This design comes from an exercise in tuning for small area on the open sky130 flow, not from production work. In this exercise RTL edits were held to simulation tests only and were not proved equivalent to the original. Power is estimated from default activity; no workload was simulated.

try-ember:
==> flow/design.v (excerpt) <==
module zig_sampler (
  input  logic        clk,
  input  logic        rst_n,
  input  logic        u_valid,
  output logic        u_ready,
  input  logic [39:0] u_data,
  output logic [6:0]  rect_idx,
  input  logic [17:0] rmost_coord,
  input  logic [31:0] wedge_bound_ratio,
  output logic        z_valid,
  input  logic        z_ready,
  output logic [18:0] z_data,
  output logic        slow_valid,
  input  logic        slow_ready,
  output logic [6:0]  slow_idx,
  output logic [31:0] slow_frac,
  output logic        slow_sign,
  output logic [15:0] acc_cnt,
  output logic [15:0] rej_cnt
);
  logic        s1_valid_r;
  logic [6:0]  s1_idx_r;
  logic [31:0] s1_frac_r;
  logic        s1_sign_r;
  logic        z_valid_r;
  logic [17:0] z_hi_r;     
  logic        z_c_r;      
  logic        z_neg_r;    
  logic [15:0] acc_cnt_r;
  logic [15:0] rej_cnt_r;
  logic        slow_valid_r;
  logic [6:0]  slow_idx_r;
  logic [31:0] slow_frac_r;
  logic        slow_sign_r;
  logic        accept_s, z_free_s, slow_free_s, advance_s, acc_adv_s, rej_adv_s, u_ready_s, fire_s;
  logic [18:0] z_neg_s;
  logic        c32_s;
  logic [17:0] hi_s;
  logic [346:0] ppn;
  logic [8:0] cn;
  logic [255:0] fs, fc;
  logic [15:0] hs, hc;
  logic [49:0] ma, mb;
  logic [8:0] bo_s, bt_s, bn_s;
  assign bo_s[0] = rmost_coord[0] ^ 1'b0;
  assign bt_s[0] = (rmost_coord[1] & ~rmost_coord[0] & ~1'b0) | (~rmost_coord[1] & rmost_coord[0] & 1'b0);
  assign bn_s[0] = rmost_coord[1];
  assign ppn[0] = ~(((bo_s[0] & s1_frac_r[0])) ^ bn_s[0]);
  zig_bsel u_bs1 (.one(bo_s[0]), .two(bt_s[0]), .neg(bn_s[0]), .x1(s1_frac_r[1]), .x0(s1_frac_r[0]), .pn(ppn[1]));
  zig_bsel u_bs2 (.one(bo_s[0]), .two(bt_s[0]), .neg(bn_s[0]), .x1(s1_frac_r[2]), .x0(s1_frac_r[1]), .pn(ppn[2]));
  zig_bsel u_bs3 (.one(bo_s[0]), .two(bt_s[0]), .neg(bn_s[0]), .x1(s1_frac_r[3]), .x0(s1_frac_r[2]), .pn(ppn[3]));
  zig_bsel u_bs4 (.one(bo_s[0]), .two(bt_s[0]), .neg(bn_s[0]), .x1(s1_frac_r[4]), .x0(s1_frac_r[3]), .pn(ppn[4]));
  zig_bsel u_bs5 (.one(bo_s[0]), .two(bt_s[0]), .neg(bn_s[0]), .x1(s1_frac_r[5]), .x0(s1_frac_r[4]), .pn(ppn[5]));
  zig_bsel u_bs6 (.one(bo_s[0]), .two(bt_s[0]), .neg(bn_s[0]), .x1(s1_frac_r[6]), .x0(s1_frac_r[5]), .pn(ppn[6]));
  ...
Size in the first run: ~1800 cells after synthesis, about 200 I/O pins, about 0.016 mm² of cells after synthesis.
clock: 9.0 ns
lec_check: 0
cap_margin: 20
core_margin: 2
core_utilization: 55
cts_buf_list: sky130_fd_sc_hd__clkbuf_8
place_density: 0.65
slew_margin: 20
synth_hierarchical: 1
standard.sh (not shown) runs the stock make flow with config.mk's settings and CLKGATE_MAP_FILE= SYNTH_SCRIPT=/design/flow/synth_recipe.tcl, a recipe that flattens the netlist after the stock synthesis.
==> flow/flow/run.sh <==
#!/bin/bash
# Own flow: the standard synthesis, an area-oriented re-mapping of its combinational cells
# (registers untouched), then the standard layout with buf_1 as the port buffer and a
# clock tree of clkbuf_8 without dummy loads.
set -euo pipefail
W=$(pwd)
R=$W/orfs/results/$FLOW_PLATFORM/zig_sampler/base
YOSYS=$FLOW_HOME/../tools/install/yosys/bin/yosys
LIB=$FLOW_HOME/platforms/$FLOW_PLATFORM/lib/sky130_fd_sc_hd__tt_025C_1v80.lib

bash standard.sh synth > "$W/1_standard_synth.log" 2>&1
cp "$R/1_2_yosys.v" "$W/1_2_yosys_standard.v"

REMAP_LIB=$LIB REMAP_IN=$W/1_2_yosys_standard.v REMAP_OUT=$R/1_2_yosys.v REMAP_TOP=$FLOW_TOP \
  REMAP_SCRIPT=$W/flow/area.abc "$YOSYS" -c "$W/flow/remap.tcl" > "$W/2_remap.log" 2>&1
rm -f "$R/1_synth.odb" "$R/1_synth.sdc"

bash standard.sh "BUFFER_PORTS_ARGS=-buffer_cell sky130_fd_sc_hd__buf_1" \
  "CTS_ARGS=-sink_clustering_enable -repair_clock_nets -buf_list sky130_fd_sc_hd__clkbuf_8 -dont_use_dummy_load -sink_clustering_size 16" \
  finish > "$W/3_standard_layout.log" 2>&1
==> flow/flow/area.abc <==
strash
&get -n
&deepsyn -I 10 -J 3
&put
dc2
dch -f
amap
topo
==> flow/flow/remap.tcl <==
# Re-map the combinational standard cells of the standard synthesis for area.
# Registers, full/half adders and tie cells are kept as they are (same instances, same names).
yosys -import
set lib $::env(REMAP_LIB)
read_liberty -ignore_miss_func -ignore_miss_dir $lib
read_verilog -overwrite $::env(REMAP_IN)
hierarchy -top $::env(REMAP_TOP)
foreach pat {sky130_fd_sc_hd__df* sky130_fd_sc_hd__edf* sky130_fd_sc_hd__sdf* sky130_fd_sc_hd__fa_* sky130_fd_sc_hd__ha_* sky130_fd_sc_hd__conb_*} {
  catch { setattr -mod -set keep_hierarchy 1 $pat }
}
flatten
opt_clean -purge
abc -liberty $lib -script $::env(REMAP_SCRIPT) -dont_use sky130_fd_sc_hd__lpflow_* -dont_use sky130_fd_sc_hd__probe*
opt_clean -purge
hilomap -singleton -hicell sky130_fd_sc_hd__conb_1 HI -locell sky130_fd_sc_hd__conb_1 LO
setattr -mod -unset keep_hierarchy
select $::env(REMAP_TOP)
stat -liberty $lib
write_verilog -noattr -noexpr -nohex -nodec -selected $::env(REMAP_OUT)
The final layout from try-ember, which completed every stage, passed the timing, design-rule and antenna checks at the end of the flow.
Relative to try-ember, the following input files were edited for try-onyx:
-- flow/flow/run.sh --
<<< try-ember, line 17

bash standard.sh "BUFFER_PORTS_ARGS=-buffer_cell sky130_fd_sc_hd__buf_1" \
  "CTS_ARGS=-sink_clustering_enable -repair_clock_nets -buf_list sky130_fd_sc_hd__clkbuf_8 -dont_use_dummy_load -sink_clustering_size 16" \
  finish > "$W/3_standard_layout.log" 2>&1
>>> try-onyx, line 17

bash standard.sh "BUFFER_PORTS_ARGS=-buffer_cell sky130_fd_sc_hd__buf_1" \
  "CTS_ARGS=-sink_clustering_enable -repair_clock_nets -buf_list sky130_fd_sc_hd__clkbuf_8 -dont_use_dummy_load" \
  finish > "$W/3_standard_layout.log" 2>&1
Findings:
- Number of clock buffers in the layout across try-ember and try-onyx: no real change.
- Multi-input gate area in the final layout came out exactly the same in try-ember and try-onyx.
- Changes observed in try-onyx relative to try-ember: mean number of vias per cell closely matched the old numbers; measured slew at the worst slew-check pin ~0 delta.
- Comparing try-onyx against try-ember, there is no change at all in count of inverters not on the clock network in the layout.
- Going from try-ember to try-onyx, detailed-placement wirelength estimate shows no meaningful change, routing usage on met2 shows no meaningful change.
- For remaining antenna violation count after routing, try-onyx and try-ember come out practically identical.
- On final area, try-ember tracks try-onyx almost exactly.
- Per the comparison of try-onyx with try-ember, number of cells traversed by the worst register-to-register path flat, total routing usage reported by global routing closely matched the old numbers.
Setup changes, try-onyx to try-violet
==> flow/flow/area.abc <==
strash
dch
amap
topo
- Run comparison: try-onyx start point of the critical path rmost_coord[1]; try-violet start point of the critical path rmost_coord[3]
- [compare] base=try-onyx new=try-violet: final weighted congestion of routability-driven global placement increased 3.9%; overall routing resource usage rose by 1.2 points; total power went up 0.29 mW; detailed-route via count went up.
- The longest individual stage delay on the worst path reported for try-violet is smaller than that of try-onyx by 60 ps.
- The cell count after placement was comparable across try-violet and try-onyx.
- Sum of routed wire length over all layers (lower): try-onyx
- try-violet and try-onyx ended up with nearly the same count of clock buffers in the final design.
- The number of tap instances reported for try-violet is greater than that of try-onyx by about 1.6%.
## Diff of input files: try-xenon against try-violet
==> flow/flow/run.sh <==
#!/bin/bash
# Own flow: the standard synthesis, an area-oriented re-mapping of its combinational cells
# (registers untouched), then the standard layout with buf_1 as the port buffer.
set -euo pipefail
W=$(pwd)
R=$W/orfs/results/$FLOW_PLATFORM/zig_sampler/base
YOSYS=$FLOW_HOME/../tools/install/yosys/bin/yosys
LIB=$FLOW_HOME/platforms/$FLOW_PLATFORM/lib/sky130_fd_sc_hd__tt_025C_1v80.lib

bash standard.sh synth > "$W/1_standard_synth.log" 2>&1
cp "$R/1_2_yosys.v" "$W/1_2_yosys_standard.v"

REMAP_LIB=$LIB REMAP_IN=$W/1_2_yosys_standard.v REMAP_OUT=$R/1_2_yosys.v REMAP_TOP=$FLOW_TOP \
  REMAP_SCRIPT=$W/flow/area.abc "$YOSYS" -c "$W/flow/remap.tcl" > "$W/2_remap.log" 2>&1
rm -f "$R/1_synth.odb" "$R/1_synth.sdc"

bash standard.sh "BUFFER_PORTS_ARGS=-buffer_cell sky130_fd_sc_hd__buf_1" finish > "$W/3_standard_layout.log" 2>&1
[summary]
Compare try-xenon and try-violet | met1 demand-to-capacity share in global routing lower: try-violet. In the flow results for try-xenon and try-violet, the clock network fraction of total power is larger on try-xenon. Part of the total power dissipated in combinational logic for try-xenon is lower than for try-violet. Relative area change from synthesis to final layout in try-xenon is 1.2 points above try-violet. The final reports for try-xenon and try-violet show cell count higher in the former. Min global-route met2 utilization across try-xenon and try-violet: try-violet. Measured against each other, try-xenon and try-violet differ in switching power share of the total, the lower figure coming from try-xenon.
#### Input delta (try-delta over try-xenon)
- CAP_MARGIN changed from 20 to 5
- SLEW_MARGIN changed from 20 to 5
-- flow/flow/run.sh --
<<< try-xenon, line 1
#!/bin/bash
# Own flow: the standard synthesis, an area-oriented re-mapping of its combinational cells
# (registers untouched), then the standard layout with buf_1 as the port buffer.
set -euo pipefail
W=$(pwd)
>>> try-delta, line 1
#!/bin/bash
# Own flow: the standard synthesis, an area-oriented re-mapping of its combinational cells
# (registers untouched), then the standard layout with buf_1 as the port buffer and a
# clock tree of clkbuf_8 without dummy loads.
set -euo pipefail
W=$(pwd)
<<< try-xenon, line 15
rm -f "$R/1_synth.odb" "$R/1_synth.sdc"

bash standard.sh "BUFFER_PORTS_ARGS=-buffer_cell sky130_fd_sc_hd__buf_1" finish > "$W/3_standard_layout.log" 2>&1
>>> try-delta, line 16
rm -f "$R/1_synth.odb" "$R/1_synth.sdc"

bash standard.sh "BUFFER_PORTS_ARGS=-buffer_cell sky130_fd_sc_hd__buf_1" \
  "CTS_ARGS=-sink_clustering_enable -repair_clock_nets -buf_list sky130_fd_sc_hd__clkbuf_8 -dont_use_dummy_load -sink_clustering_size 24 -sink_clustering_max_diameter 150" \
  finish > "$W/3_standard_layout.log" 2>&1
==> flow/flow/area.abc <==
strash
&get -n
&deepsyn -I 10 -J 3
&put
dc2
dch -f
amap
topo
## What came out
- try-delta: done, clean on timing, DRC and antenna
- Compared with try-xenon, in try-delta non-clock buffer count moved up, utilization moved up, worst path setup slack after routing moved down, number of cells produced by synthesis moved down, final clock skew moved up.
- try-delta: power density over the cells 5.9% below try-xenon
- Note that the worst reg2reg path depth recorded for try-delta amounts to 1.5 times the value seen in try-xenon.
- Going from try-xenon to try-delta, transition time of the tightest slew-check pin has increased, maximum clock rate went down by about 1.3%, total power lower, routed wire length lower.

## port drivers added, routing unchanged
No port has a modelled driver above. Below, the same layouts with a new extraction and two added sets of constraints. Step 1 sets driving cells, clkbuf_16 on the clock port and buf_2 on the other inputs (assumed; they add their load-dependent delay and slew). Step 2 adds t to the input delays and takes it off the output delays; t is the mean of the earliest and latest rising clock arrival at the registers after step 1. Input paths then give back, and output paths get back, about the clock's delay inside the block. Slacks: ideal ports / drivers / drivers and shift; pairs: ideal ports / drivers.
run	t (ns)	setup WS [ns]	latest minus earliest clock arrival (ns)	worst slew at a driven data input, ns
try-ember	0.508	0.798 / 0.803 / 0.295	0.038 / 0.037	0.07
try-onyx	0.508	0.798 / 0.803 / 0.295	0.038 / 0.037	0.07
try-violet	0.526	0.939 / 0.968 / 0.441	0.039 / 0.039	0.10
try-xenon	0.540	0.907 / 0.935 / 0.395	0.027 / 0.028	0.10
try-delta	0.508	0.798 / 0.803 / 0.295	0.038 / 0.037	0.07
After both steps setup and hold are still met in every run listed. The setup slack of try-xenon, which loses most, moves by +0.028 ns with the drivers and by -0.512 ns with both steps.
